Source: an optimization exercise on an open RTL-to-GDS flow (aim: small area, a short achievable clock period and few clock cycles). Production flows keep margins and buffers that such runs may drop.
In this exercise RTL edits were held to simulation tests only and were not proved equivalent to the original.
Power figures rest on the tool's default switching activity, not on a simulated workload.

--- config.mk ---
export PLATFORM = sky130hd
export DESIGN_NAME = keyword_source_lexer
export DESIGN_NICKNAME = keyword_source_lexer
export VERILOG_FILES = /design/flow/design.v
export SDC_FILE = /design/flow/constraint.sdc
export NUM_CORES = 4
export LEC_CHECK = 0
export ABC_AREA = 1
export CAP_MARGIN = 20
export CORE_MARGIN = 2
export CORE_UTILIZATION = 40
export CTS_BUF_LIST = sky130_fd_sc_hd__clkbuf_8
export SLEW_MARGIN = 20
--- standard.sh ---
#!/bin/bash
# synth_recipe.tcl (not shown) runs the flow's synth.tcl, then flattens the netlist and writes it again
# the make line also repeats each setting of config.mk as NAME=value (left out here)
make -C /OpenROAD-flow-scripts/flow DESIGN_CONFIG=/design/flow/config.mk WORK_HOME=/design/flow/orfs CLKGATE_MAP_FILE= SYNTH_SCRIPT=/design/flow/synth_recipe.tcl "${@:-finish}"
--- constraint.sdc ---
create_clock -name core_clock -period 8.5 [get_ports {clock}]
set_input_delay 1.7000 -clock core_clock [delete_from_list [all_inputs] [get_ports {clock}]]
set_output_delay 1.7000 -clock core_clock [all_outputs]
set_load 0.01 [all_outputs]
--- design.v ---
`default_nettype none
module ksl_front (
   input  wire logic         clock,
   input  wire logic         reset,
   input  wire logic         req_valid,
   output logic              req_stall,
   input  wire logic [8:0]   req_data,
   input  wire logic         csr_we,
   input  wire logic [16:0]  csr_wdata,
   input  wire logic         room,
   input  wire logic [15:0]  last_index,
   output logic              push,
   output logic [45:0]       push_w
);
   localparam logic [5:0] KIND_IDENT   = 6'd31;
   localparam logic [5:0] KIND_NUMBER  = 6'd32;
   localparam logic [5:0] KIND_STRING  = 6'd33;
   localparam logic [5:0] KIND_END     = 6'd57;
   localparam logic [2:0] LM_IDLE   = 3'd0;
   localparam logic [2:0] LM_IDENT  = 3'd1;
   localparam logic [2:0] LM_NUMBER = 3'd2;
   localparam logic [2:0] LM_STRING = 3'd3;
   localparam logic [2:0] LM_LINE   = 3'd4;
   localparam logic [2:0] LM_BLOCK  = 3'd5;
   localparam logic [2:0] LM_PEND   = 3'd6;
   localparam logic [2:0] PD_SLASH = 3'd0;
   localparam logic [2:0] PD_EQ    = 3'd1;
   localparam logic [2:0] PD_BANG  = 3'd2;
   localparam logic [2:0] PD_LT    = 3'd3;
   localparam logic [2:0] PD_GT    = 3'd4;
   localparam logic [2:0] PD_MINUS = 3'd5;
   function automatic logic [9:0] kw_first(input logic [7:0] ch);
      logic [9:0] r;
      logic        hit;
      r   = '0;
      hit = 1'b0;
      r   = r | ({10{ch == 8'd97}} & 10'd339);
      hit = hit | (ch == 8'd97);
      r   = r | ({10{ch == 8'd99}} & 10'd385);
      hit = hit | (ch == 8'd99);
      r   = r | ({10{ch == 8'd100}} & 10'd293);
      hit = hit | (ch == 8'd100);
      r   = r | ({10{ch == 8'd101}} & 10'd558);
      hit = hit | (ch == 8'd101);
      r   = r | ({10{ch == 8'd102}} & 10'd274);
      hit = hit | (ch == 8'd102);
      r   = r | ({10{ch == 8'd103}} & 10'd69);
      hit = hit | (ch == 8'd103);
      r   = r | ({10{ch == 8'd104}} & 10'd143);
      hit = hit | (ch == 8'd104);
      r   = r | ({10{ch == 8'd105}} & 10'd174);
      hit = hit | (ch == 8'd105);
      r   = r | ({10{ch == 8'd107}} & 10'd581);
      hit = hit | (ch == 8'd107);
      r   = r | ({10{ch == 8'd108}} & 10'd841);
      hit = hit | (ch == 8'd108);
      r   = r | ({10{ch == 8'd109}} & 10'd47);
      hit = hit | (ch == 8'd109);
      r   = r | ({10{ch == 8'd111}} & 10'd422);
      hit = hit | (ch == 8'd111);
      r   = r | ({10{ch == 8'd114}} & 10'd9);
      hit = hit | (ch == 8'd114);
      r   = r | ({10{ch == 8'd117}} & 10'd782);
      hit = hit | (ch == 8'd117);
      r   = r | ({10{ch == 8'd119}} & 10'd360);
      hit = hit | (ch == 8'd119);
      kw_first = hit ? r : 10'd992;
   endfunction
   function automatic logic [4:0] kw_exp(input logic [8:0] kn);
      logic [4:0] r;
      logic        hit;
      r   = '0;
      hit = 1'b0;
      r   = r | ({5{kn == 9'd1}} & 5'd14);
      hit = hit | (kn == 9'd1);
      r   = r | ({5{kn == 9'd2}} & 5'd7);
      hit = hit | (kn == 9'd2);
      r   = r | ({5{kn == 9'd17}} & 5'd4);
      hit = hit | (kn == 9'd17);
      r   = r | ({5{kn == 9'd18}} & 5'd21);
      hit = hit | (kn == 9'd18);
      r   = r | ({5{kn == 9'd19}} & 5'd12);
      hit = hit | (kn == 9'd19);
      r   = r | ({5{kn == 9'd20}} & 5'd5);
      hit = hit | (kn == 9'd20);
      r   = r | ({5{kn == 9'd33}} & 5'd14);
      hit = hit | (kn == 9'd33);
      r   = r | ({5{kn == 9'd34}} & 5'd5);
      hit = hit | (kn == 9'd34);
      r   = r | ({5{kn == 9'd35}} & 5'd18);
      hit = hit | (kn == 9'd35);
      r   = r | ({5{kn == 9'd36}} & 5'd1);
      hit = hit | (kn == 9'd36);
      r   = r | ({5{kn == 9'd37}} & 5'd20);
      hit = hit | (kn == 9'd37);
      r   = r | ({5{kn == 9'd38}} & 5'd15);
      hit = hit | (kn == 9'd38);
      r   = r | ({5{kn == 9'd39}} & 5'd18);
      hit = hit | (kn == 9'd39);
      r   = r | ({5{kn == 9'd40}} & 5'd19);
      hit = hit | (kn == 9'd40);
      r   = r | ({5{kn == 9'd49}} & 5'd12);
      hit = hit | (kn == 9'd49);
      r   = r | ({5{kn == 9'd50}} & 5'd1);
      hit = hit | (kn == 9'd50);
      r   = r | ({5{kn == 9'd51}} & 5'd20);
      hit = hit | (kn == 9'd51);
      r   = r | ({5{kn == 9'd52}} & 5'd9);
      hit = hit | (kn == 9'd52);
      r   = r | ({5{kn == 9'd53}} & 5'd15);
      hit = hit | (kn == 9'd53);
      r   = r | ({5{kn == 9'd54}} & 5'd14);
      hit = hit | (kn == 9'd54);
      r   = r | ({5{kn == 9'd55}} & 5'd19);
      hit = hit | (kn == 9'd55);
      r   = r | ({5{kn == 9'd65}} & 5'd13);
      hit = hit | (kn == 9'd65);
      r   = r | ({5{kn == 9'd66}} & 5'd15);
      hit = hit | (kn == 9'd66);
      r   = r | ({5{kn == 9'd67}} & 5'd13);
      hit = hit | (kn == 9'd67);
      r   = r | ({5{kn == 9'd68}} & 5'd15);
      hit = hit | (kn == 9'd68);
      r   = r | ({5{kn == 9'd69}} & 5'd18);
      hit = hit | (kn == 9'd69);
      r   = r | ({5{kn == 9'd70}} & 5'd16);
      hit = hit | (kn == 9'd70);
      r   = r | ({5{kn == 9'd71}} & 5'd8);
      hit = hit | (kn == 9'd71);
      r   = r | ({5{kn == 9'd72}} & 5'd9);
      hit = hit | (kn == 9'd72);
      r   = r | ({5{kn == 9'd73}} & 5'd19);
      hit = hit | (kn == 9'd73);
      r   = r | ({5{kn == 9'd74}} & 5'd13);
      hit = hit | (kn == 9'd74);
      r   = r | ({5{kn == 9'd97}} & 5'd20);
      hit = hit | (kn == 9'd97);
      r   = r | ({5{kn == 9'd98}} & 5'd5);
      hit = hit | (kn == 9'd98);
      r   = r | ({5{kn == 9'd99}} & 5'd7);
      hit = hit | (kn == 9'd99);
      r   = r | ({5{kn == 9'd100}} & 5'd5);
      hit = hit | (kn == 9'd100);
      r   = r | ({5{kn == 9'd101}} & 5'd18);
      hit = hit | (kn == 9'd101);
      r   = r | ({5{kn == 9'd102}} & 5'd19);
      hit = hit | (kn == 9'd102);
      r   = r | ({5{kn == 9'd103}} & 5'd31);
      hit = hit | (kn == 9'd103);
      r   = r | ({5{kn == 9'd104}} & 5'd13);
      hit = hit | (kn == 9'd104);
      r   = r | ({5{kn == 9'd105}} & 5'd15);
      hit = hit | (kn == 9'd105);
      r   = r | ({5{kn == 9'd106}} & 5'd4);
      hit = hit | (kn == 9'd106);
      r   = r | ({5{kn == 9'd113}} & 5'd20);
      hit = hit | (kn == 9'd113);
      r   = r | ({5{kn == 9'd114}} & 5'd9);
      hit = hit | (kn == 9'd114);
      r   = r | ({5{kn == 9'd115}} & 5'd15);
      hit = hit | (kn == 9'd115);
      r   = r | ({5{kn == 9'd116}} & 5'd14);
      hit = hit | (kn == 9'd116);
      r   = r | ({5{kn == 9'd117}} & 5'd1);
      hit = hit | (kn == 9'd117);
      r   = r | ({5{kn == 9'd118}} & 5'd12);
      hit = hit | (kn == 9'd118);
      r   = r | ({5{kn == 9'd119}} & 5'd19);
      hit = hit | (kn == 9'd119);
      r   = r | ({5{kn == 9'd129}} & 5'd5);
      hit = hit | (kn == 9'd129);
      r   = r | ({5{kn == 9'd130}} & 5'd5);
      hit = hit | (kn == 9'd130);
      r   = r | ({5{kn == 9'd131}} & 5'd31);
      hit = hit | (kn == 9'd131);
      r   = r | ({5{kn == 9'd132}} & 5'd13);
      hit = hit | (kn == 9'd132);
      r   = r | ({5{kn == 9'd133}} & 5'd15);
      hit = hit | (kn == 9'd133);
      r   = r | ({5{kn == 9'd134}} & 5'd4);
      hit = hit | (kn == 9'd134);
      r   = r | ({5{kn == 9'd135}} & 5'd21);
      hit = hit | (kn == 9'd135);
      r   = r | ({5{kn == 9'd136}} & 5'd12);
      hit = hit | (kn == 9'd136);
      r   = r | ({5{kn == 9'd137}} & 5'd5);
      hit = hit | (kn == 9'd137);
      r   = r | ({5{kn == 9'd145}} & 5'd6);
      hit = hit | (kn == 9'd145);
      r   = r | ({5{kn == 9'd146}} & 5'd9);
      hit = hit | (kn == 9'd146);
      r   = r | ({5{kn == 9'd147}} & 5'd14);
      hit = hit | (kn == 9'd147);
      r   = r | ({5{kn == 9'd148}} & 5'd5);
      hit = hit | (kn == 9'd148);
      r   = r | ({5{kn == 9'd177}} & 5'd5);
      hit = hit | (kn == 9'd177);
      r   = r | ({5{kn == 9'd178}} & 5'd18);
      hit = hit | (kn == 9'd178);
      r   = r | ({5{kn == 9'd179}} & 5'd5);
      hit = hit | (kn == 9'd179);
      r   = r | ({5{kn == 9'd193}} & 5'd19);
      hit = hit | (kn == 9'd193);
      r   = r | ({5{kn == 9'd194}} & 5'd5);
      hit = hit | (kn == 9'd194);
      r   = r | ({5{kn == 9'd225}} & 5'd3);
      hit = hit | (kn == 9'd225);
      r   = r | ({5{kn == 9'd226}} & 5'd21);
      hit = hit | (kn == 9'd226);
      r   = r | ({5{kn == 9'd227}} & 5'd18);
      hit = hit | (kn == 9'd227);
      r   = r | ({5{kn == 9'd228}} & 5'd19);
      hit = hit | (kn == 9'd228);
      r   = r | ({5{kn == 9'd229}} & 5'd9);
      hit = hit | (kn == 9'd229);
      r   = r | ({5{kn == 9'd230}} & 5'd22);
      hit = hit | (kn == 9'd230);
      r   = r | ({5{kn == 9'd231}} & 5'd5);
      hit = hit | (kn == 9'd231);
      r   = r | ({5{kn == 9'd241}} & 5'd24);
      hit = hit | (kn == 9'd241);
      r   = r | ({5{kn == 9'd242}} & 5'd5);
      hit = hit | (kn == 9'd242);
      r   = r | ({5{kn == 9'd243}} & 5'd4);
      hit = hit | (kn == 9'd243);
      r   = r | ({5{kn == 9'd244}} & 5'd31);
      hit = hit | (kn == 9'd244);
      r   = r | ({5{kn == 9'd245}} & 5'd16);
      hit = hit | (kn == 9'd245);
      r   = r | ({5{kn == 9'd246}} & 5'd15);
      hit = hit | (kn == 9'd246);
      r   = r | ({5{kn == 9'd247}} & 5'd9);
      hit = hit | (kn == 9'd247);
      r   = r | ({5{kn == 9'd248}} & 5'd14);
      hit = hit | (kn == 9'd248);
      r   = r | ({5{kn == 9'd249}} & 5'd20);
      hit = hit | (kn == 9'd249);
      r   = r | ({5{kn == 9'd257}} & 5'd18);
      hit = hit | (kn == 9'd257);
      r   = r | ({5{kn == 9'd258}} & 5'd16);
      hit = hit | (kn == 9'd258);
      r   = r | ({5{kn == 9'd259}} & 5'd8);
      hit = hit | (kn == 9'd259);
      r   = r | ({5{kn == 9'd260}} & 5'd9);
      hit = hit | (kn == 9'd260);
      r   = r | ({5{kn == 9'd261}} & 5'd19);
      hit = hit | (kn == 9'd261);
      r   = r | ({5{kn == 9'd262}} & 5'd13);
      hit = hit | (kn == 9'd262);
      r   = r | ({5{kn == 9'd273}} & 5'd4);
      hit = hit | (kn == 9'd273);
      r   = r | ({5{kn == 9'd274}} & 5'd15);
      hit = hit | (kn == 9'd274);
      r   = r | ({5{kn == 9'd275}} & 5'd13);
      hit = hit | (kn == 9'd275);
      r   = r | ({5{kn == 9'd276}} & 5'd15);
      hit = hit | (kn == 9'd276);
      r   = r | ({5{kn == 9'd277}} & 5'd18);
      hit = hit | (kn == 9'd277);
      r   = r | ({5{kn == 9'd278}} & 5'd16);
      hit = hit | (kn == 9'd278);
      r   = r | ({5{kn == 9'd279}} & 5'd8);
      hit = hit | (kn == 9'd279);
      r   = r | ({5{kn == 9'd280}} & 5'd9);
      hit = hit | (kn == 9'd280);
      r   = r | ({5{kn == 9'd281}} & 5'd19);
      hit = hit | (kn == 9'd281);
      r   = r | ({5{kn == 9'd282}} & 5'd13);
      hit = hit | (kn == 9'd282);
      r   = r | ({5{kn == 9'd289}} & 5'd18);
      hit = hit | (kn == 9'd289);
      r   = r | ({5{kn == 9'd290}} & 5'd14);
      hit = hit | (kn == 9'd290);
      r   = r | ({5{kn == 9'd291}} & 5'd5);
      hit = hit | (kn == 9'd291);
      r   = r | ({5{kn == 9'd292}} & 5'd12);
      hit = hit | (kn == 9'd292);
      r   = r | ({5{kn == 9'd305}} & 5'd1);
      hit = hit | (kn == 9'd305);
      r   = r | ({5{kn == 9'd306}} & 5'd7);
      hit = hit | (kn == 9'd306);
      r   = r | ({5{kn == 9'd307}} & 5'd5);
      hit = hit | (kn == 9'd307);
      r   = r | ({5{kn == 9'd321}} & 5'd13);
      hit = hit | (kn == 9'd321);
      r   = r | ({5{kn == 9'd322}} & 5'd16);
      hit = hit | (kn == 9'd322);
      r   = r | ({5{kn == 9'd323}} & 5'd15);
      hit = hit | (kn == 9'd323);
      r   = r | ({5{kn == 9'd324}} & 5'd19);
      hit = hit | (kn == 9'd324);
      r   = r | ({5{kn == 9'd325}} & 5'd5);
      hit = hit | (kn == 9'd325);
      r   = r | ({5{kn == 9'd337}} & 5'd16);
      hit = hit | (kn == 9'd337);
      r   = r | ({5{kn == 9'd338}} & 5'd12);
      hit = hit | (kn == 9'd338);
      r   = r | ({5{kn == 9'd339}} & 5'd25);
      hit = hit | (kn == 9'd339);
      r   = r | ({5{kn == 9'd353}} & 5'd16);
      hit = hit | (kn == 9'd353);
      r   = r | ({5{kn == 9'd369}} & 5'd12);
      hit = hit | (kn == 9'd369);
      r   = r | ({5{kn == 9'd370}} & 5'd4);
      hit = hit | (kn == 9'd370);
      r   = r | ({5{kn == 9'd385}} & 5'd6);
      hit = hit | (kn == 9'd385);
      r   = r | ({5{kn == 9'd386}} & 5'd15);
      hit = hit | (kn == 9'd386);
      r   = r | ({5{kn == 9'd387}} & 5'd12);
      hit = hit | (kn == 9'd387);
      r   = r | ({5{kn == 9'd388}} & 5'd4);
      hit = hit | (kn == 9'd388);
      r   = r | ({5{kn == 9'd401}} & 5'd12);
      hit = hit | (kn == 9'd401);
      r   = r | ({5{kn == 9'd402}} & 5'd9);
      hit = hit | (kn == 9'd402);
      r   = r | ({5{kn == 9'd403}} & 5'd13);
      hit = hit | (kn == 9'd403);
      r   = r | ({5{kn == 9'd404}} & 5'd9);
      hit = hit | (kn == 9'd404);
      r   = r | ({5{kn == 9'd405}} & 5'd20);
      hit = hit | (kn == 9'd405);
      r   = r | ({5{kn == 9'd417}} & 5'd13);
      hit = hit | (kn == 9'd417);
      r   = r | ({5{kn == 9'd418}} & 5'd9);
      hit = hit | (kn == 9'd418);
      r   = r | ({5{kn == 9'd419}} & 5'd20);
      hit = hit | (kn == 9'd419);
      r   = r | ({5{kn == 9'd433}} & 5'd12);
      hit = hit | (kn == 9'd433);
      r   = r | ({5{kn == 9'd434}} & 5'd20);
      hit = hit | (kn == 9'd434);
      r   = r | ({5{kn == 9'd435}} & 5'd5);
      hit = hit | (kn == 9'd435);
      r   = r | ({5{kn == 9'd436}} & 5'd18);
      hit = hit | (kn == 9'd436);
      r   = r | ({5{kn == 9'd449}} & 5'd13);
      hit = hit | (kn == 9'd449);
      r   = r | ({5{kn == 9'd450}} & 5'd2);
      hit = hit | (kn == 9'd450);
      r   = r | ({5{kn == 9'd451}} & 5'd4);
      hit = hit | (kn == 9'd451);
      r   = r | ({5{kn == 9'd452}} & 5'd1);
      hit = hit | (kn == 9'd452);
      r   = r | ({5{kn == 9'd465}} & 5'd20);
      hit = hit | (kn == 9'd465);
      r   = r | ({5{kn == 9'd466}} & 5'd8);
      hit = hit | (kn == 9'd466);
      r   = r | ({5{kn == 9'd481}} & 5'd9);
      hit = hit | (kn == 9'd481);
      r   = r | ({5{kn == 9'd482}} & 5'd20);
      hit = hit | (kn == 9'd482);
      r   = r | ({5{kn == 9'd483}} & 5'd9);
      hit = hit | (kn == 9'd483);
      r   = r | ({5{kn == 9'd484}} & 5'd1);
      hit = hit | (kn == 9'd484);
      r   = r | ({5{kn == 9'd485}} & 5'd12);
      hit = hit | (kn == 9'd485);
      kw_exp = hit ? r : 5'd0;
   endfunction
   function automatic logic [9:0] kw_alt(input logic [16:0] knc);
      logic [9:0] r;
      logic        hit;
      r   = '0;
      hit = 1'b0;
      r   = r | ({10{knc == 17'd41328}} & 10'd688);
      hit = hit | (knc == 17'd41328);
      r   = r | ({10{knc == 17'd49519}} & 10'd653);
      hit = hit | (knc == 17'd49519);
      r   = r | ({10{knc == 17'd82540}} & 10'd809);
      hit = hit | (knc == 17'd82540);
      r   = r | ({10{knc == 17'd33129}} & 10'd504);
      hit = hit | (knc == 17'd33129);
      r   = r | ({10{knc == 17'd33135}} & 10'd748);
      hit = hit | (knc == 17'd33135);
      r   = r | ({10{knc == 17'd62060}} & 10'd884);
      hit = hit | (knc == 17'd62060);
      r   = r | ({10{knc == 17'd20845}} & 10'd609);
      hit = hit | (knc == 17'd20845);
      r   = r | ({10{knc == 17'd21097}} & 10'd980);
      hit = hit | (knc == 17'd21097);
      r   = r | ({10{knc == 17'd21108}} & 10'd197);
      hit = hit | (knc == 17'd21108);
      r   = r | ({10{knc == 17'd106849}} & 10'd909);
      hit = hit | (knc == 17'd106849);
      r   = r | ({10{knc == 17'd4449}} & 10'd720);
      hit = hit | (knc == 17'd4449);
      r   = r | ({10{knc == 17'd4722}} & 10'd528);
      hit = hit | (knc == 17'd4722);
      r   = r | ({10{knc == 17'd353}} & 10'd244);
      hit = hit | (knc == 17'd353);
      r   = r | ({10{knc == 17'd357}} & 10'd108);
      hit = hit | (knc == 17'd357);
      r   = r | ({10{knc == 17'd12899}} & 10'd469);
      hit = hit | (knc == 17'd12899);
      r   = r | ({10{knc == 17'd45417}} & 10'd948);
      hit = hit | (knc == 17'd45417);
      kw_alt = hit ? r : 10'd992;
   endfunction
   function automatic logic [5:0] single_kind(input logic [7:0] ch);
      logic [5:0] r;
      r = '0;
      r = r | ({6{ch == 8'h2b}} & 6'd39);    
      r = r | ({6{ch == 8'h2a}} & 6'd42);    
      r = r | ({6{ch == 8'h25}} & 6'd44);    
      r = r | ({6{ch == 8'h28}} & 6'd45);    
      r = r | ({6{ch == 8'h29}} & 6'd46);    
      r = r | ({6{ch == 8'h7b}} & 6'd47);    
      r = r | ({6{ch == 8'h7d}} & 6'd48);    
      r = r | ({6{ch == 8'h2c}} & 6'd49);    
      r = r | ({6{ch == 8'h3b}} & 6'd50);    
      r = r | ({6{ch == 8'h3a}} & 6'd53);    
      r = r | ({6{ch == 8'h5b}} & 6'd54);    
      r = r | ({6{ch == 8'h5d}} & 6'd55);    
      r = r | ({6{ch == 8'h2e}} & 6'd56);    
      single_kind = r;
   endfunction
   localparam int CL_W = 11;
   localparam int CL_WORD  = 10;    
   localparam int CL_ALPHA = 9;     
   localparam int CL_DIGIT = 8;
   localparam int CL_QUOTE = 7;
   localparam int CL_NL    = 6;
   localparam int CL_SLASH = 5;
   localparam int CL_STAR  = 4;
   localparam int CL_EQ    = 3;
   localparam int CL_GT    = 2;
   localparam int CL_PEND  = 1;     
   localparam int CL_OP    = 0;     
   function automatic logic [3:0] class_code(input logic [7:0] ch);
      logic alpha, digit;
      alpha = ((ch >= "a") && (ch <= "z")) || ((ch >= "A") && (ch <= "Z")) || (ch == "_");
      digit = (ch >= "0") && (ch <= "9");
      class_code = 4'b1100;
      if (alpha) class_code = 4'b0000;
      if (digit) class_code = 4'b0001;
      if (ch == "/") class_code = 4'b0100;
      if (ch == "=") class_code = 4'b0101;
      if (ch == ">") class_code = 4'b0110;
      if ((ch == "!") || (ch == "<") || (ch == "-")) class_code = 4'b0111;
      if (single_kind(ch) != 6'd0) class_code = 4'b1000;
      if (ch == "*") class_code = 4'b1001;
      if (ch == "\"") class_code = 4'b1101;
      if (ch == 8'd10) class_code = 4'b1110;
   endfunction
   function automatic logic [CL_W-1:0] classes(input logic [3:0] cc);
      classes = {cc[3:2] == 2'b00, cc[3:2] == 2'b00 && !cc[0], cc[3:2] == 2'b00 && cc[0],
                 cc == 4'b1101, cc == 4'b1110, cc == 4'b0100, cc == 4'b1001,
                 cc == 4'b0101, cc == 4'b0110, cc[3:2] == 2'b01, cc[3:2] == 2'b10};
   endfunction
   function automatic logic [15:0] cap4_of(input logic [16:0] l);
      if (l[16]) begin
         cap4_of = 16'd65531;
      end else if (l[15:0] == 16'd0) begin
         cap4_of = 16'hfffc;
      end else begin
         cap4_of = l[15:0] - 16'd5;
      end
   endfunction
   logic              in_v;
   logic [7:0]        c;
   logic              eot;
   logic [3:0]        cc;
   logic [CL_W-1:0]   cl;
   logic              b_v;
   logic [8:0]        b_data;
   logic [8:0]        src;
   logic              load_a;
   logic [2:0]   mode_ff, mode_in;
   logic [2:0]   pend_ff, pend_in;
   logic         star_ff, star_in;
   logic [15:0]  start_ff, start_in;
   logic [5:0]   len_ff, len_in;
   logic [4:0]   kw_ff, kw_in;
   logic [4:0]   kwe_ff, kwe_in;      
   logic [16:0]  pos_ff, pos_in;
   logic         zero_ff, zero_in;    
   logic [15:0]  cnt;                 
   logic         ovf_ff, ovf_in;      
   logic         near_ff, near_in;    
   logic         far_ff, far_in;      
   logic [15:0]  cap4_ff;             
   logic [15:0]  cap4_w;
   logic [2:0]   c_pend;
   logic [5:0]   c_kind, two_kind, flush_kind, flush_len;
   logic         flush_emits;
   assign c_kind   = single_kind(c);
   assign cl       = classes(cc);
   assign cap4_w   = cap4_of(csr_wdata);
   logic         w_cap0, w_cap1, w_cap2;
   assign w_cap0   = (csr_wdata[16:1] == 16'd0);
   assign w_cap1   = (csr_wdata == 17'd2);
   assign w_cap2   = (csr_wdata == 17'd3);
   assign cnt      = zero_ff ? 16'd0 : last_index + 16'd1;
   logic         kw_hit;
   logic [9:0]   kw_f, kw_a;
   assign kw_hit = (c[4:0] == kwe_ff) && c[6] && (c[5] || (kwe_ff == 5'd31));
   assign kw_f   = kw_first(c);
   assign kw_a   = kw_alt({kw_ff, len_ff[3:0], c});
   always_comb begin
      c_pend = PD_SLASH;
      if (c == "=") c_pend = PD_EQ;
      if (c == "!") c_pend = PD_BANG;
      if (c == "<") c_pend = PD_LT;
      if (c == ">") c_pend = PD_GT;
      if (c == "-") c_pend = PD_MINUS;
   end
   always_comb begin
      two_kind = 6'd0;
      if (cl[CL_EQ]) begin
         if (pend_ff == PD_EQ)   two_kind = 6'd34;
         if (pend_ff == PD_BANG) two_kind = 6'd35;
         if (pend_ff == PD_LT)   two_kind = 6'd36;
         if (pend_ff == PD_GT)   two_kind = 6'd37;
      end else if (cl[CL_GT] && (pend_ff == PD_MINUS)) begin
         two_kind = 6'd41;
      end
   end
   always_comb begin
      flush_emits = 1'b1;
      flush_len   = len_ff;
      flush_kind  = 6'd0;
      if (mode_ff == LM_IDENT) begin
         flush_kind = (kwe_ff != 5'd0) ? KIND_IDENT : {1'b0, kw_ff};
      end else if (mode_ff == LM_NUMBER) begin
         flush_kind = KIND_NUMBER;
      end else if (mode_ff == LM_STRING) begin
         flush_kind = KIND_STRING;
      end else if (mode_ff == LM_PEND) begin
         flush_len = 6'd1;
         if (pend_ff == PD_SLASH) flush_kind = 6'd43;
         if (pend_ff == PD_EQ)    flush_kind = 6'd38;
         if (pend_ff == PD_LT)    flush_kind = 6'd51;
         if (pend_ff == PD_GT)    flush_kind = 6'd52;
         if (pend_ff == PD_MINUS) flush_kind = 6'd40;
         flush_emits = (pend_ff != PD_BANG);
      end else begin
         flush_emits = 1'b0;
      end
   end
   logic         emit, split, step, take;
   logic [5:0]   w_kind, w_len;
   logic [15:0]  w_start;
   logic         w_ovf, w_last, w_end;
   always_comb begin
      logic do_flush, do_start;
      mode_in  = mode_ff;
      pos_in   = pos_ff;
      emit     = 1'b0;
      split    = 1'b0;
      w_end    = 1'b0;
      w_kind   = flush_kind;
      w_start  = ((mode_ff == LM_STRING) && (len_ff == 6'd0)) ? pos_ff[15:0] : start_ff;
      w_len    = flush_len;
      w_ovf    = 1'b0;
      do_flush = 1'b0;
      do_start = 1'b0;
      if (eot) begin
         mode_in = LM_IDLE;
         emit    = 1'b1;
         if (!ovf_ff && flush_emits) begin
            split = 1'b1;
         end else begin
            w_end   = 1'b1;
            w_kind  = KIND_END;
            w_start = pos_ff[15:0];
            w_len   = 6'd0;
            w_ovf   = ovf_ff;
            pos_in  = '0;
         end
      end else if (!ovf_ff && !pos_ff[16]) begin
         pos_in = pos_ff + 17'd1;
         case (mode_ff)
            LM_IDENT: begin
               if (!cl[CL_WORD]) begin
                  do_flush = 1'b1;
                  do_start = 1'b1;
               end
            end
            LM_NUMBER: begin
               if (!cl[CL_DIGIT]) begin
                  do_flush = 1'b1;
                  do_start = 1'b1;
               end
            end
            LM_STRING: begin
               if (cl[CL_QUOTE]) do_flush = 1'b1;
            end
            LM_LINE: begin
               if (cl[CL_NL]) mode_in = LM_IDLE;
            end
            LM_BLOCK: begin
               if (star_ff && cl[CL_SLASH]) mode_in = LM_IDLE;
            end
            LM_PEND: begin
               if ((pend_ff == PD_SLASH) && cl[CL_SLASH]) begin
                  mode_in = LM_LINE;
               end else if ((pend_ff == PD_SLASH) && cl[CL_STAR]) begin
                  mode_in = LM_BLOCK;
               end else if (two_kind != 6'd0) begin
                  mode_in = LM_IDLE;
                  emit    = 1'b1;
                  w_kind  = two_kind;
                  w_len   = 6'd2;
               end else begin
                  do_flush = 1'b1;
                  do_start = 1'b1;
               end
            end
            default: begin
               mode_in  = LM_IDLE;
               do_start = 1'b1;
            end
         endcase
         if (do_flush) begin
            mode_in = LM_IDLE;
            if (flush_emits) begin
               emit = 1'b1;
               if (do_start && !near_ff && cl[CL_OP]) begin
                  split  = 1'b1;
                  pos_in = pos_ff;
               end else if (near_ff) begin
                  do_start = 1'b0;
               end
            end
         end
         if (do_start && !split) begin
            if (cl[CL_ALPHA]) begin
               mode_in  = LM_IDENT;
            end else if (cl[CL_DIGIT]) begin
               mode_in  = LM_NUMBER;
            end else if (cl[CL_QUOTE]) begin
               mode_in  = LM_STRING;
            end else if (cl[CL_PEND]) begin
               mode_in  = LM_PEND;
            end else if (cl[CL_OP]) begin
               emit    = 1'b1;
               w_kind  = c_kind;
               w_start = pos_ff[15:0];
               w_len   = 6'd1;
            end
         end
      end
      w_last = !split;
      step   = in_v && room;
      take   = step && !split;
      push   = in_v && emit && room;
   end
   assign push_w    = {w_kind, cnt, w_start, w_len, w_ovf, w_last};
   logic  tok_cont;
   assign tok_cont = ((mode_ff == LM_IDENT) && cl[CL_WORD]) || ((mode_ff == LM_NUMBER) && cl[CL_DIGIT]) ||
                     ((mode_ff == LM_STRING) && !cl[CL_QUOTE]);
   always_comb begin
      pend_in  = c_pend;
      star_in  = (mode_ff == LM_BLOCK) && cl[CL_STAR];
      start_in = pos_ff[15:0];
      len_in   = cl[CL_QUOTE] ? 6'd0 : 6'd1;
      kw_in    = kw_f[9:5];
      kwe_in   = kw_f[4:0];
      if (tok_cont) begin
         len_in = (len_ff == 6'd63) ? len_ff : len_ff + 6'd1;
      end
      if (tok_cont && !((mode_ff == LM_STRING) && (len_ff == 6'd0))) begin
         start_in = start_ff;
      end
      if (mode_ff == LM_IDENT) begin
         kw_in  = kw_hit ? kw_ff : kw_a[9:5];
         kwe_in = kw_hit ? ((len_ff[5:4] == 2'b00) ? kw_exp({kw_ff, len_ff[3:0]}) : 5'd0) : kw_a[4:0];
      end
      if (pos_ff[16]) begin
         pend_in  = pend_ff;
         start_in = start_ff;
         len_in   = len_ff;
         kw_in    = kw_ff;
         kwe_in   = kwe_ff;
      end
   end
   logic  in_v_in, b_v_in, eot_in, stall_ff;
   assign load_a    = !in_v || take;
   assign src       = b_v ? b_data : req_data;
   assign req_stall = stall_ff;
   always_comb begin
      in_v_in = in_v;
      b_v_in  = b_v;
      eot_in  = eot;
      if (load_a) begin
         in_v_in = b_v || (req_valid && !req_stall);
         b_v_in  = 1'b0;
         eot_in  = src[0];
      end else if (req_valid && !req_stall) begin
         b_v_in  = 1'b1;
      end
   end
   always_ff @(posedge clock) begin
      if (reset) begin
         in_v     <= 1'b0;
         b_v      <= 1'b0;
         stall_ff <= 1'b0;
      end else begin
         in_v     <= in_v_in;
         b_v      <= b_v_in;
         stall_ff <= b_v_in || (in_v_in && eot_in);
      end
      eot <= eot_in;
      if (load_a) begin
         c  <= src[8:1];
         cc <= class_code(src[8:1]);
      end
      if (!req_stall) begin
         b_data <= req_data;
      end
   end
   always_comb begin
      zero_in = zero_ff;
      ovf_in  = ovf_ff;
      near_in = near_ff;
      far_in  = far_ff;
      if (push && w_end) begin
         zero_in = 1'b1;
         ovf_in  = csr_we ? w_cap0 : (cap4_ff == 16'hfffc);
         near_in = csr_we ? w_cap1 : (cap4_ff == 16'hfffd);
         far_in  = csr_we ? w_cap2 : (cap4_ff == 16'hfffe);
      end else if (push) begin
         zero_in = 1'b0;
         ovf_in  = near_ff;
         near_in = far_ff;
         far_in  = zero_ff ? (cap4_ff == 16'hffff) : (last_index == cap4_ff);
      end else if (csr_we && !in_v && !b_v) begin
         ovf_in  = w_cap0;
         near_in = w_cap1;
         far_in  = w_cap2;
      end
   end
   always_ff @(posedge clock) begin
      if (reset) begin
         mode_ff <= LM_IDLE;
         pos_ff  <= '0;
         zero_ff <= 1'b1;
         ovf_ff  <= 1'b0;
         near_ff <= 1'b0;
         far_ff  <= 1'b0;
         cap4_ff <= 16'd1019;
      end else begin
         if (csr_we) cap4_ff <= cap4_w;
         zero_ff <= zero_in;
         ovf_ff  <= ovf_in;
         near_ff <= near_in;
         far_ff  <= far_in;
         if (step) begin
            mode_ff <= mode_in;
            pos_ff  <= pos_in;
         end
      end
   end
   always_ff @(posedge clock) begin
      if (step) begin
         pend_ff  <= pend_in;
         star_ff  <= star_in;
         start_ff <= start_in;
         len_ff   <= len_in;
         kw_ff    <= kw_in;
         kwe_ff   <= kwe_in;
      end
   end
endmodule
`default_nettype wire
`default_nettype none
module ksl_tokq (
   input  wire logic          clock,
   input  wire logic          reset,
   input  wire logic          push,
   input  wire logic [45:0]   push_w,
   output logic              room,
   output logic              rsp_valid,
   input  wire logic          rsp_stall,
   output logic [45:0]       rsp_data
);
   logic         v_ff;
   logic [45:0]  w_ff;
   assign rsp_valid = v_ff;
   assign rsp_data  = w_ff;
   assign room      = !v_ff || !rsp_stall;
   always_ff @(posedge clock) begin
      if (reset) begin
         v_ff <= 1'b0;
      end else if (room) begin
         v_ff <= push;
      end
      if (push) begin
         w_ff[39:24] <= push_w[39:24];
      end
      if (room) begin
         w_ff[45:40] <= push_w[45:40];
         w_ff[23:0]  <= push_w[23:0];
      end
   end
endmodule
`default_nettype wire
`default_nettype none
module keyword_source_lexer #(
   parameter int MAX_TEXT_LEN = 65536
) (
   input  wire logic         clock,
   input  wire logic         reset,
   input  wire logic         req_valid,
   output logic             req_stall,
   input  wire logic [8:0]   req_data,
   output logic             rsp_valid,
   input  wire logic         rsp_stall,
   output logic [45:0]      rsp_data,
   input  wire logic         csr_we,
   input  wire logic [16:0]  csr_wdata
);
   logic         room;
   logic         push;
   logic [45:0]  push_w;
   ksl_front u_front (
      .clock     (clock),
      .reset     (reset),
      .req_valid (req_valid),
      .req_stall (req_stall),
      .req_data  (req_data),
      .csr_we    (csr_we),
      .csr_wdata (csr_wdata),
      .room      (room),
      .last_index(rsp_data[39:24]),
      .push      (push),
      .push_w    (push_w)
   );
   ksl_tokq u_tokq (
      .clock     (clock),
      .reset     (reset),
      .push      (push),
      .push_w    (push_w),
      .room      (room),
      .rsp_valid (rsp_valid),
      .rsp_stall (rsp_stall),
      .rsp_data  (rsp_data)
   );
endmodule
`default_nettype wire
--- flow/run.sh ---
#!/bin/bash
# The standard layout, with the smallest buffer on each port instead of the
# default delay-cell buffer, and timing repair aiming 6 ns below the clock period
set -euo pipefail
export BUFFER_PORTS_ARGS="-buffer_cell sky130_fd_sc_hd__buf_1"
export SETUP_SLACK_MARGIN=6.0
bash standard.sh finish > standard_finish.log 2>&1
==> results of run 1 <==
cells in the final DEF, fill, tap and decap left out, types with 7 or more instances in the layout:
cell	count
nand2_1	315
nor2_1	194
inv_1	171
buf_4	122
a21oi_1	110
nand3_1	107
edfxtp_1	103
o21ai_0	74
nor2_4	46
nand4_1	41
nor2_2	40
nor3_1	40
clkbuf_2	40
nand2_2	39
dfxtp_1	39
inv_2	34
xor2_1	20
buf_6	20
nor4_1	19
clkbuf_8	18
nand2_4	16
or2_2	14
o21ai_2	14
o21ai_1	12
buf_1	12
a21oi_2	11
nand3_2	10
clkinvlp_4	10
nor3_2	9
o211ai_1	8
a31oi_1	8
nor4_2	7
nor3b_1	7
buf_12	7
logic make-up (layout without fill, tap and decap cells):
group | count (synthesis) | count (layout) | synth area share [%]
flip-flops | 148 | 148 | 36.2
buffers and inverters | 252 | 460 | 9.13
AO/OA/AOI/OAI | 288 | 289 | 14.5
XOR/XNOR | 26 | 26 | 2.06
adder cells (fa/ha/maj) | 9 | 9 | 1.02
multiplexers | 1 | 1 | 0.0906
AND/OR/NAND/NOR | 927 | 929 | 37.0
worst max-delay path by stage:
stage	from	to	slack, ns	depth (start not counted)
floorplan	rsp_stall	u_front.start_ff[0]	5.54	5
global placement	rsp_stall	u_front.pos_ff[3]	4.85	10
detailed placement	rsp_stall	u_front.pos_ff[3]	4.80	10
CTS	u_tokq.w_ff[24]	rsp_data[24]	5.73	1
global route	u_tokq.w_ff[25]	rsp_data[25]	5.72	1
finish	u_tokq.w_ff[25]	rsp_data[25]	5.75	1
report_power, final:
group          switching, W  internal (W)
Sequential        0.0000577      0.000872
Clock              0.000277      0.000291
Combinational      0.000395      0.000227
area by class of cell:
type	instances	area (µm²)
fillers	2620	12400
multi-input cells	1254	7270
flip-flops and latches	148	4010
repair buffers	210	1610
inverters	218	895
well taps	341	427
clock buffers	18	248
clock inverters	13	146
repair inverters	1	7.51
what timing repair did:
item,in CTS,in global routing
resized for setup,164,259
hold endpoints to repair,0,0
buffers inserted,63,62
pin swaps,44,84
hold buffers,0,0
endpoints found under the setup margin,180,143
cloned,3,1
stage by stage:
| step | hold WS, ns | total power (W) | cell area, µm² |
|---|---|---|---|
| final | 0.469 | 0.00212 | 14600 |
| after global routing | 0.492 | 0.00222 | 14600 |
| after CTS | 0.464 | 0.00203 | 13400 |
| after detailed placement | 0.445 | 0.00140 | 11900 |
| after global placement | 0.443 | 0.00139 | 11900 |
| after floorplan | 0.406 | 0.00126 | 11300 |
routing by layer:
metal	vias to the layer above	part of all wire, %	GRT usage (%)
met1	5757	44	37.0
li1	5973	-	-
met4	0	3.5	10.3
met2	585	45	40.4
met5	-	0	0
met3	119	7.8	3.77
registers in the layout, summed over array words and instances, names as in the netlist:
signal and count:
u_front.b_data 9, u_front.b_v 1, u_front.c 8, u_front.cap4_ff 16, u_front.cc 4, u_front.eot 1, u_front.far_ff 1, u_front.in_v 1
u_front.kw_ff 5, u_front.kwe_ff 5, u_front.len_ff 6, u_front.mode_ff 3, u_front.near_ff 1, u_front.ovf_ff 1, u_front.pend_ff 3, u_front.pos_ff 17
u_front.stall_ff 1, u_front.star_ff 1, u_front.start_ff 16, u_front.zero_ff 1, u_tokq.v_ff 1, u_tokq.w_ff 46
==> flow_metrics.tcl, run 1 <==
set metrics [dict create \
    hold_class "reg -> reg" \
    coreArea_mm2 0.0270 \
    setup_violations 0 \
    cp-start-kind "flop" \
    r2r_start "u_front.len_ff[0]" \
    die_width_um 170 \
    synth_edf_count 103 \
    routed_wl_um 39300 \
    crit_arrival_ns 1.05 \
    syn_avg_cell_area_um2 6.69 \
    worstRegToRegCells 14 \
    antenna_found_initial 0 \
    die_area_mm2 0.0290 \
    portBuffers 78 \
    n_antenna_cell 0 \
    timing.final.ws_setup_ns 5.75 \
    wl_per_cell_um 17.8 \
    endpoint_kind "output pin" \
    worst_pin_slew_ns 0.625 \
    max_freq_mhz 363 \
    critical_path_class "reg -> out" \
    rsz0062_at_grt "true" \
    final-hold-violation-count 0 \
    numCtsBuffers 17 \
    grt_usage_pct 26.2 \
    layout-drive-gt1-share_pct 28.7 \
    fin_crit_ns 2.75 \
    overflow 0 \
    syn_area_mm2 0.0110 \
    grt_pass1_vias 11196 \
    ys_warn_count 2 \
    h-tree-depth 4 \
    slowest_delay_ns 0.43 \
    leakagePower_nw 6.32 \
    synthTopCellsByArea "edfxtp_1, nand2_1, nor2_1" \
    netlist.area_leader.share_pct 28.0 \
    critical_path_buf_inv_count 1 \
    yosys-top-cells-count "nand2_1, nor2_1, inv_1, a21oi_1, nand3_1" \
    synth-seq-cells 148 \
    gp_congestion 1.04 \
    slowest_stage "edfxtp_1" \
    synthFlopType "edfxtp_1" \
    start_util_pct 40.9 \
    grt_max_degree 33 \
    io_pins 79 \
    cts_sinks 148 \
    drcViolationCount 0 \
    crit_chain "clkbuf_2" \
    timing.rr.end "u_front.kwe_ff[2]" \
    seq_area_frac_synth_pct 36.2 \
    slew-limit-headroom_pct 58.3 \
    synthCells 1651 \
    cts_buffer_depth 2 \
    holdPathStages 0 \
    drt_iter0_markers 1232 \
    fp-row-count 60 \
    post-place-ws_ns 4.80 \
    fin_cells 2203 \
    synth.distinct_cells 58 \
    status "complete, no violations" \
    min_period_over_period_pct 32.4 \
    worst-path-max-fanout 2 \
    ant_nets 0 \
    ff2ff_setup_slack_ns 5.93 \
    finalNetCount 1890 \
    clkSlewWorstSetupHoldPaths_ns 0.09 \
    via_per_inst 5.64 \
    die_h_um 170 \
    cp.required_ns 6.80 \
    cp_top_family "flip-flops" \
    grt_first_pass_wirelength_um 59700 \
    cts_tree "built" \
    power_density_mw_per_mm2 145 \
    clk_latency_ns 0.47 \
    synth_nets 1691 \
    finalMaxSlewViolations 0 \
    ctsRootBufferMaster "clkbuf_8" \
    synth-async-reset-ratio_pct 0 \
    min_to "u_front.start_ff[3]" \
    first_pass_iters 7 \
    ir_drop_v 0.0000910 \
    setup_tns_ns 0 \
    dp_hpwl_um 27500 \
    vias 12434 \
    holdCritStartpoint "u_front.pos_ff[3]" \
    yosysTopAreaCell "edfxtp_1" \
    fin_util_pct 54.1 \
    fin_skew_ns 0.0203 \
    synthMostInstantiatedCell "nand2_1" \
    area_growth_pct 32.3 \
    max_cap_viol_count 0 \
    placed_cells 2043 \
]
Testbench counts, summed over its fixed seeds: cycles 148,692.
==> run 2, diff against run 1 <==
==> flow/run.sh (replaced) <==
#!/bin/bash
# The standard layout, with the smallest buffer on each port instead of the
# default delay-cell buffer, and timing repair aiming 6.25 ns below the clock period
set -euo pipefail
export BUFFER_PORTS_ARGS="-buffer_cell sky130_fd_sc_hd__buf_1"
export SETUP_SLACK_MARGIN=6.25
bash standard.sh finish > standard_finish.log 2>&1
==> run 2 against run 1 <==
Still clean. Cell count increased by 5.2%. Worst setup slack worse by 0.053 ns. Synthesized area is the same. Clock-buffer cell count is 1 higher. Highest routed layer unchanged. Worst hold slack improved by 0.0026 ns.
==> flow_metrics.tcl, run 2 <==
set metrics [dict create \
    synthFlopType "edfxtp_1" \
    yosys-mux-area-fraction_pct 0.0906 \
    die_h_um 170 \
    ctsRootBufferMaster "clkbuf_8" \
    critical_path_buf_inv_count 1 \
    setup_tns_ns 0 \
    routed_wl_um 43500 \
    leakagePower_nw 7.21 \
    grt_pass1_vias 12217 \
    yosysTopAreaCell "edfxtp_1" \
    gp_congestion 1.03 \
    post-place-ws_ns 4.80 \
    slowest_stage "nor4_4" \
    cp.required_ns 8.88 \
    crit_arrival_ns 3.18 \
    synthMostInstantiatedCell "nand2_1" \
    syn_avg_cell_area_um2 6.69 \
    ff2ff_setup_slack_ns 5.99 \
    netlist.area_leader.share_pct 28.0 \
    portBuffers 78 \
    largest_reg_flops 46 \
    synth-async-reset-ratio_pct 0 \
    area_growth_pct 53.7 \
    endpoint_kind "flop" \
    antenna_found_initial 0 \
    synthSimpleGateAreaFrac_pct 37.0 \
    worst_pin_slew_ns 0.755 \
    worstRegToRegCells 10 \
    drt_iter0_markers 1323 \
    sequentialPowerShare_pct 39.7 \
    grt_max_degree 33 \
    layout_commonest_cell "nand2_1" \
    coreArea_mm2 0.0270 \
    holdPathStages 0 \
    h-tree-depth 4 \
    slowest_delay_ns 0.39 \
    n_antenna_cell 0 \
    min_to "u_front.start_ff[3]" \
    slew-limit-headroom_pct 49.6 \
    timing.rr.end "u_front.far_ff" \
    crit_chain "buf_4, nor2_4, nand2_2, nor4_4, nand4_1, o21ai_2, nand2_1, nand2_1, nand2_1, a21oi_2" \
    top_register "u_tokq.w_ff" \
    postPlaceCellArea_mm2 0.0119 \
    holdCritStartpoint "u_front.pos_ff[3]" \
    yosys-top-cells-count "nand2_1, nor2_1, inv_1, a21oi_1, nand3_1" \
    min_period_over_period_pct 33.0 \
    synth-seq-cells 148 \
    clk_latency_ns 0.45 \
    r2r_start "u_front.zero_ff" \
    clkPwrFrac_pct 26.2 \
    seq_area_frac_synth_pct 36.2 \
    cp_top_family "simple AND/OR/NAND/NOR gates" \
    ant_nets 0 \
    die_area_mm2 0.0290 \
    ctsHoldBuffers 0 \
    layout-drive-gt1-share_pct 43.1 \
    stdcell_area_mm2 0.0170 \
    reg_top3 "u_tokq.w_ff (46), u_front.pos_ff (17)" \
    setup_violations 0 \
    cp-start-kind "primary input" \
    dp_hpwl_um 27500 \
    wl_per_cell_um 18.8 \
    placed_cells 2042 \
    status "complete, no violations" \
    cts_tree "built" \
    synth-compound-area-share_pct 14.5 \
    rsz0062_at_grt "true" \
    synthAdderAreaFrac_pct 1.02 \
    cts_buffer_depth 2 \
    max_cap_viol_count 0 \
    p_comb_share_pct 34.1 \
    p_int_w 0.00152 \
    ys_warn_count 2 \
    cts_sinks 148 \
    grt_usage_pct 28.0 \
    fin_skew_ns 0.0196 \
    final-hold-violation-count 0 \
    fin_crit_ns 2.81 \
    ir_drop_v 0.0000916 \
    fp-row-count 60 \
    overflow 0 \
    synthCells 1651 \
    drcViolationCount 0 \
    synthTopCellsByArea "edfxtp_1, nand2_1, nor2_1" \
    mostFrequentLayoutCells "nand2_1, buf_4, nor2_1" \
    worst-path-max-fanout 3 \
    cpMostUsedCell "nand2_1" \
    synth_nets 1691 \
    first_pass_iters 5 \
    total_power_w 0.00235 \
    io_pins 79 \
    hold_class "reg -> reg" \
    syn_area_mm2 0.0110 \
    grt_first_pass_wirelength_um 64200 \
    switching_share_pct 35.3 \
    die_width_um 170 \
    synth.distinct_cells 58 \
    clkSlewWorstSetupHoldPaths_ns 0.09 \
    finalMaxSlewViolations 0 \
    p_sw_w 0.000831 \
    vias 13295 \
    critical_path_class "in -> reg" \
    power_density_mw_per_mm2 138 \
    numCtsBuffers 17 \
    fin_cells 2318 \
    synth_xor_area_share_pct 2.06 \
    timing.final.ws_setup_ns 5.69 \
    start_util_pct 40.9 \
    finalNetCount 2005 \
    via_per_inst 5.74 \
    max_freq_mhz 356 \
    synth_top_family_by_area "simple AND/OR/NAND/NOR gates" \
    synth_edf_count 103 \
]
run 2: cell type report:
type,instances,area (µm²)
clock buffer,19,262
clock inverter,12,179
fill,2310,10000
inverter,218,938
multi-input combinational,1256,8490
sequential,148,4000
tap,341,427
timing repair buffer,321,2660
timing repair inverter,3,23.8
run 2: worst max-delay path by stage:
| stage | depth (start not counted) | start | to | slack [ns] |
|---|---|---|---|---|
| 2_1_floorplan | 5 | rsp_stall | u_front.start_ff[0] | 5.54 |
| 6_report | 10 | csr_wdata[13] | u_front.near_ff | 5.69 |
| 4_1_cts | 1 | u_tokq.w_ff[41] | rsp_data[41] | 5.72 |
| 3_3_place_gp | 10 | rsp_stall | u_front.pos_ff[3] | 4.84 |
| 5_1_grt | 10 | csr_wdata[13] | u_front.near_ff | 5.63 |
| 3_5_place_dp | 10 | rsp_stall | u_front.pos_ff[3] | 4.80 |
run 2: cells by family after synthesis:
family	after synthesis
buf+inv	252
simple gates	927
flops	148
fa+ha+maj	9
xor+xnor	26
compound gates	288
mux	1
run 2: through the flow:
stage | utilization [%] | hold slack (ns)
after CTS | 55.6 | 0.480
after detailed placement | 44.2 | 0.468
final | 62.8 | 0.472
after global routing | 62.8 | 0.492
after floorplan | - | 0.406
after global placement | 44.2 | 0.450
run 2: metal layers:
layer	vias up	wire length [µm]	track usage, %
met2	649	20500	44.9
li1	6222	-	-
met3	143	3190	4.37
met1	6281	18000	37.6
met4	0	1780	11.5
met5	-	0	0
run 2: power by group through the flow:
stage,sequential (W),clock (W),combinational (W)
CTS,0.000929,0.000624,0.000641
detailed placement,0.000949,0,0.000451
finish,0.000933,0.000617,0.000801
global placement,0.000949,0,0.000448
global route,0.000943,0.000649,0.000855
floorplan,0.000950,0,0.000308
run 2: timing repair:
action                     CTS  global route
gates resized for setup    390           394
setup endpoints to repair  201           187
cloned                       8             1
setup buffers              158            78
pin swaps                  116           173
run 2: worst reg2reg max path, cell delays in order, from the launching register on:
cell	delay, ns
dfxtp_1	0.82
inv_1	0.51
nand3_1	0.19
nand3_1	0.09
nor3_1	0.19
nand3_1	0.15
nor4_1	0.22
nand2_1	0.09
nand3_1	0.07
nor2_1	0.04
nor2_1	0.07
==> run 3, diff against run 2 <==
--- a/design.v
+++ b/design.v
@@ -644,5 +644,5 @@
       end
       w_last = !split;
-      step   = in_v && room;
+      step   = in_v && (room || !emit);
       take   = step && !split;
       push   = in_v && emit && room;
==> flow/run.sh (replaced) <==
#!/bin/bash
# The standard layout, with the smallest buffer on each port instead of the
# default delay-cell buffer, and timing repair aiming 5.5 ns below the clock period
set -euo pipefail
export BUFFER_PORTS_ARGS="-buffer_cell sky130_fd_sc_hd__buf_1"
export SETUP_SLACK_MARGIN=5.5
bash standard.sh finish > standard_finish.log 2>&1
==> run 3 against run 2 <==
Clock skew decreased by 0.00095 ns. Design area fell by 26%. Critical path type is now reg -> reg. Synthesized area is 2.5% higher. Largest power group unchanged. Via count is 10% lower. Still clean. Combinational power decreased by 52%. Critical endpoint is now u_front.kwe_ff[3]. Clock-buffer cell count decreased by 2. Worst setup slack got worse by 0.097 ns. Die area grew 2.5%. Clock power fell by 6.2%.
==> flow_metrics.tcl, run 3 <==
set metrics [dict create \
    rsz0062_at_grt "true" \
    r2r_start "u_front.len_ff[0]" \
    netlist.area_leader.share_pct 27.3 \
    leakagePower_nw 5.19 \
    power_density_mw_per_mm2 146 \
    layout_commonest_cell "nand2_1" \
    cp-endpoint "u_front.kwe_ff[3]" \
    synthTopCellsByArea "edfxtp_1, nand2_1, nor2_1" \
    largest_reg_flops 46 \
    multiInputGateArea_mm2 0.00651 \
    grt_first_pass_wirelength_um 58700 \
    n_antenna_cell 0 \
    critical_path_class "reg -> reg" \
    fin_util_pct 45.4 \
    setup_violations 0 \
    fp-row-count 61 \
    clkSlewWorstSetupHoldPaths_ns 0.09 \
    synth-seq-cells 148 \
    seqCellArea_mm2 0.00399 \
    finalMaxSlewViolations 0 \
    max_freq_mhz 344 \
    ys_warn_count 2 \
    die_area_mm2 0.0297 \
    ctsHoldBuffers 0 \
    ctsRootBufferMaster "clkbuf_8" \
    timing.rr.end "u_front.kwe_ff[3]" \
    grt_pass1_vias 10885 \
    status "complete, no violations" \
    worstRegToRegCells 14 \
    final.fill_count 2964 \
    crit_arrival_ns 3.13 \
    synthFlopType "edfxtp_1" \
    antenna_found_initial 0 \
    synth_nets 1689 \
    total_power_w 0.00185 \
    mostFrequentLayoutCells "nand2_1, nor2_1, inv_1" \
    wl_per_cell_um 17.8 \
    cts_tree "built" \
    coreArea_mm2 0.0279 \
    portBuffers 78 \
    placed_cells 2074 \
    yosysTopAreaCell "edfxtp_1" \
    hold_class "reg -> reg" \
    die_h_um 172 \
    drcViolationCount 0 \
    grt_max_degree 34 \
    h-tree-depth 4 \
    worst-path-max-fanout 7 \
    synthCells 1649 \
    cp-start-kind "flop" \
    min_period_over_period_pct 34.2 \
    ir_drop_v 0.0000938 \
    io_pins 79 \
    cts_buffer_depth 2 \
    dp_hpwl_um 28700 \
    yosys-top-cells-count "nand2_1, nor2_1, inv_1, edfxtp_1, a21oi_1" \
    finalNetCount 1767 \
    stdcell_area_mm2 0.0126 \
    syn_avg_cell_area_um2 6.87 \
    vias 11951 \
    area_growth_pct 11.7 \
    syn_area_mm2 0.0113 \
    fin_skew_ns 0.0186 \
    die_width_um 172 \
    synth.distinct_cells 59 \
    drt_iter0_markers 1187 \
    overflow 0 \
    numCtsBuffers 17 \
    start_util_pct 40.7 \
    routed_wl_um 37600 \
    synth_edf_count 103 \
    clk_latency_ns 0.47 \
    endpoint_kind "flop" \
    cp.required_ns 8.73 \
    top_register "u_tokq.w_ff" \
    worst_pin_slew_ns 1.01 \
    ant_nets 0 \
    slew-limit-headroom_pct 32.5 \
    fin_cells 2118 \
    postPlaceCellArea_mm2 0.0120 \
    synth-async-reset-ratio_pct 0 \
    max_cap_viol_count 0 \
    gp_congestion 1.06 \
    layout-drive-gt1-share_pct 9.77 \
    first_pass_iters 6 \
    synthMostInstantiatedCell "nand2_1" \
    cts_sinks 148 \
    final-hold-violation-count 0 \
    via_per_inst 5.64 \
    seq_area_frac_synth_pct 35.3 \
    ff2ff_setup_slack_ns 5.60 \
    reg_top3 "u_tokq.w_ff (46), u_front.pos_ff (17)" \
    fin_crit_ns 2.90 \
    grt_usage_pct 25.4 \
    crit_start "u_front.len_ff[0]" \
    setup_tns_ns 0 \
]
run 3: power by group:
part / leakage [nW] / switching (W) / internal [W]
clock network: 0.206 / 0.000310 / 0.000269
registers: 1.41 / 0.0000434 / 0.000843
logic: 3.57 / 0.000272 / 0.000114
total: 5.19 / 0.000625 / 0.00123
run 3: cell type report:
type                    instances  share of cell area (%)
clock buffers                  17                    1.85
flip-flops and latches        148                    31.6
repair inverters                1                  0.0396
well taps                     378                    3.74
clock inverters                15                    1.35
inverters                     219                    6.62
multi-input cells            1247                    51.5
repair buffers                 93                    3.32
run 3: worst max-delay path: stages (launching register included):
cell	delay (ns)
edfxtp_1	0.46
inv_1	0.10
ha_1	0.23
inv_1	0.09
nor2_2	0.10
inv_1	0.16
nor2_1	0.14
a21oi_1	0.32
nand2_1	0.16
nor4_2	0.29
nand3_1	0.14
nor2_1	0.25
nor2_1	0.06
nor2_1	0.11
nor2_1	0.05
run 3: cell families after synthesis:
family                     after synthesis  share of synthesized area, %
and+or+nand+nor                        894                          35.2
DFF                                    148                          35.3
AOI/OAI and AO/OA                      306                          16.8
adders and majority gates                9                         0.994
xor gates and xnor gates                37                          2.86
buffers and inverters                  254                          8.78
muxes                                    1                        0.0884
run 3: what timing repair did:
item | 4_1_cts | 5_1_grt
gates cloned | 0 | 1
buffers inserted | 2 | 9
endpoints found under the setup margin | 60 | 95
pin swaps | 0 | 4
resized for setup | 8 | 35
run 3: per-layer routing:
metal / global-route usage, % / part of all wire, %
met1: 35.7 / 45
met2: 39.7 / 44
met3: 4.23 / 7.3
met4: 8.70 / 3.4
met5: 0 / 0
run 3: how the worst min path moves through the flow:
stage | start | end | cells past startpoint
global route | u_front.cap4_ff[2] | u_front.cap4_ff[2] | 2
floorplan | u_front.pos_ff[11] | u_front.start_ff[11] | 0
detailed placement | u_front.cap4_ff[2] | u_front.cap4_ff[2] | 2
finish | u_front.cap4_ff[2] | u_front.cap4_ff[2] | 2
global placement | u_front.pos_ff[3] | u_front.pos_ff[3] | 2
CTS | u_front.cap4_ff[2] | u_front.cap4_ff[2] | 2
run 3: per-stage QoR:
stage                     hold slack, ns  worst slack (ns)
after floorplan                    0.406              5.36
after global placement             0.504              4.80
after detailed placement           0.509              4.76
after CTS                          0.521              5.47
after global routing               0.548              5.46
final                              0.523              5.60
Testbench counts of run 3, summed over its fixed seeds: cycles 146,983.
==> run 4, diff against run 3 <==
--- a/design.v
+++ b/design.v
@@ -644,5 +644,5 @@
       end
       w_last = !split;
-      step   = in_v && (room || !emit);
+      step   = in_v && room;
       take   = step && !split;
       push   = in_v && emit && room;
--- a/config.mk
+++ b/config.mk
@@ -6,5 +6,4 @@
 export NUM_CORES = 4
 export LEC_CHECK = 0
-export ABC_AREA = 1
 export CAP_MARGIN = 20
 export CORE_MARGIN = 2
==> run 4 against run 3 <==
Highest routed layer unchanged. Via count shrank 9.4%. Cell count down 17%. Still clean. Total power decreased by 4.3%. First-iteration DRC count down 4.6%. Utilization increased by 0.53 points. Maximum frequency shrank 2.2%. Wire length down 8.0%. Sequential share of layout area shrank 0.35 points. Critical path depth is 6 lower. Critical path type is now in -> reg. Clock power rose by 9.7%.
==> flow_metrics.tcl, run 4 <==
set metrics [dict create \
    n_antenna_cell 0 \
    min_period_over_period_pct 34.9 \
    stdcell_area_mm2 0.0128 \
    clkSlewWorstSetupHoldPaths_ns 0.10 \
    synthTopCellsByArea "edfxtp_1, dfxtp_1, nor2_1" \
    layout-drive-gt1-share_pct 14.4 \
    critical_path_class "in -> reg" \
    fin_skew_ns 0.0267 \
    hold_class "reg -> reg" \
    p_comb_share_pct 16.1 \
    routed_wl_um 34600 \
    top_register "u_tokq.w_ff" \
    synth-async-reset-ratio_pct 0 \
    io_pins 79 \
    cp-endpoint "u_front.cc[2]" \
    p_int_w 0.00123 \
    overflow 0 \
    syn_area_mm2 0.0113 \
    synthCells 1325 \
    start_util_pct 40.7 \
    yosysTopAreaCell "edfxtp_1" \
    ant_nets 0 \
    worst_pin_slew_ns 1.09 \
    synthMostInstantiatedCell "nor2_1" \
    crit_start "req_data[2]" \
    ys_warn_count 2 \
    clk_latency_ns 0.46 \
    portBuffers 78 \
    synth_nets 1365 \
    finalMaxSlewViolations 0 \
    wl_per_cell_um 19.6 \
    leakagePower_nw 4.30 \
    grt_usage_pct 23.2 \
    max_cap_viol_count 0 \
    largest_reg_flops 46 \
    synth_edf_count 103 \
    synth.distinct_cells 105 \
    seq_area_frac_synth_pct 35.3 \
    die_width_um 172 \
    ctsRootBufferMaster "clkbuf_8" \
    slew-limit-headroom_pct 27.4 \
    rsz0062_at_grt "true" \
    setup_tns_ns 0 \
    setup_violations 0 \
    grt_max_degree 51 \
    netlist.area_leader.share_pct 27.3 \
    final.fill_count 2687 \
    cp-start-kind "primary input" \
    antenna_found_initial 0 \
    die_area_mm2 0.0297 \
    crit_arrival_ns 3.17 \
    gp_congestion 0.998 \
    power_density_mw_per_mm2 138 \
    r2r_start "u_front.len_ff[0]" \
    sequentialPowerShare_pct 48.1 \
    status "complete, no violations" \
    max_freq_mhz 337 \
    grt_first_pass_wirelength_um 54200 \
    die_h_um 172 \
    cts_buffer_depth 2 \
    synth-seq-cells 148 \
    coreArea_mm2 0.0279 \
    area_growth_pct 13.0 \
    yosys-top-cells-count "nor2_1, edfxtp_1, nand2_1, a21oi_1, o21ai_0" \
    postPlaceCellArea_mm2 0.0119 \
    drt_iter0_markers 1132 \
    mostFrequentLayoutCells "nor2_1, edfxtp_1, nand2_1" \
    holdPathStages 2 \
    vias 10824 \
    grt_pass1_vias 9737 \
    cts_tree "built" \
    drcViolationCount 0 \
    switching_share_pct 30.8 \
    holdCritStartpoint "u_front.cap4_ff[10]" \
    cp.required_ns 8.70 \
    layout_commonest_cell "nor2_1" \
    final-hold-violation-count 0 \
    first_pass_iters 5 \
    reg_top3 "u_tokq.w_ff (46), u_front.pos_ff (17)" \
    p_sw_w 0.000545 \
    ff2ff_setup_slack_ns 5.54 \
    endpoint_kind "flop" \
    fp-row-count 61 \
    cts_sinks 148 \
    ir_drop_v 0.0000808 \
    syn_avg_cell_area_um2 8.55 \
    ctsHoldBuffers 0 \
    via_per_inst 6.14 \
    fin_crit_ns 2.97 \
    worst-path-max-fanout 6 \
    worstRegToRegCells 10 \
    numCtsBuffers 17 \
    dp_hpwl_um 24000 \
    finalNetCount 1413 \
    timing.rr.end "u_front.kwe_ff[1]" \
    clkPwrFrac_pct 35.8 \
    synthFlopType "edfxtp_1" \
    h-tree-depth 4 \
]
run 4: timing repair:
action | CTS | global route
setup endpoints to repair | 61 | 65
pin swaps | 2 | 8
buffers inserted | 5 | 22
cloned | 1 | 0
endpoints found under the hold margin | 0 | 0
resized for setup | 14 | 26
run 4: cell type report:
type / count / area, µm² / area share [%]
Clock buffer: 17 / 234 / 1.83
Timing Repair Buffer: 124 / 663 / 5.18
Inverter: 33 / 149 / 1.16
Sequential cell: 148 / 4000 / 31.2
Multi-Input combinational cell: 1049 / 7070 / 55.3
Tap cell: 378 / 473 / 3.70
Clock inverter: 15 / 206 / 1.61
run 4: power by group through the flow:
stage / sequential [W] / combinational, W / clock [W]
floorplan: 0.000862 / 0.000193 / 0
global placement: 0.000867 / 0.000262 / 0
detailed placement: 0.000868 / 0.000263 / 0
CTS: 0.000852 / 0.000267 / 0.000649
global route: 0.000857 / 0.000312 / 0.000674
finish: 0.000851 / 0.000285 / 0.000635
run 4: cells by family (layout without fill, tap and decap cells):
logic type	Yosys count	in the layout	synth area share, %
adders and majority gates	9	9	0.994
AOI/OAI and AO/OA	335	335	20.0
muxes	30	30	3.17
and+or+nand+nor	617	618	30.7
buffers and inverters	129	189	5.41
DFF	148	148	35.3
xor gates and xnor gates	57	57	4.41
run 4: metal layers:
| layer | global-route usage [%] | part of all wire (%) | routed length, µm |
|---|---|---|---|
| met5 | 0 | 0 | 0 |
| met4 | 8.48 | 2.7 | 947 |
| met3 | 3.50 | 6.8 | 2370 |
| met2 | 34.4 | 44 | 15100 |
| met1 | 34.0 | 47 | 16200 |
run 4: per-stage QoR:
stage / total power, W / setup slack [ns] / hold slack (ns) / cells / util (%)
after floorplan: 0.00105 / 5.38 / 0.458 / 1325 / -
after global placement: 0.00113 / 4.67 / 0.511 / 1704 / 42.9
after detailed placement: 0.00113 / 4.61 / 0.513 / 1704 / 42.9
after CTS: 0.00177 / 5.49 / 0.538 / 1742 / 44.8
after global routing: 0.00184 / 5.48 / 0.551 / 1764 / 45.9
final: 0.00177 / 5.53 / 0.540 / 1764 / 45.9
run 4: critical path: stages:
cell and delay [ns]:
buf_1 0.11, mux2i_4 0.24, inv_1 0.17, nor4_1 0.30, a211oi_1 0.08, nor4_1 0.33, a211o_1 0.16, o21ai_0 0.08
run 4: worst min path at each step:
stage / endpoint / slack, ns
after floorplan: u_front.start_ff[4] / 0.46
after global placement: u_front.cap4_ff[2] / 0.51
after detailed placement: u_front.pos_ff[16] / 0.51
after CTS: u_front.start_ff[4] / 0.54
after global routing: u_front.start_ff[4] / 0.55
final: u_front.cap4_ff[10] / 0.54
Testbench counts of run 4, summed over its fixed seeds: cycles 148,692.

-- static timing again, ports no longer ideal --
Ports are ideal in the flow. The routed layouts listed here were re-timed in OpenROAD. Step 1: set_driving_cell puts a clkbuf_16 on clock and a buf_2 on each other input, an assumption about the parent block. Step 2 times the ports against the registers' clock, not the clock port: input delays grow and output delays shrink by t, the midpoint of the rising clock arrivals with the driver on. Three values: ideal, step 1, step 2; two values: the first two.
run	t (ns)	setup slack, ns	pins driven straight from the clock port
run 1	0.508	5.747 / 5.701 / 5.370	1
run 2	0.492	5.694 / 5.705 / 5.226	1
run 3	0.504	5.597 / 5.597 / 5.119	1
run 4	0.491	5.532 / 5.520 / 5.067	1
After both steps every run listed still meets setup and hold. The setup slack of run 3, which loses most, moves by 0.000 ns with the drivers and by -0.478 ns with both steps.
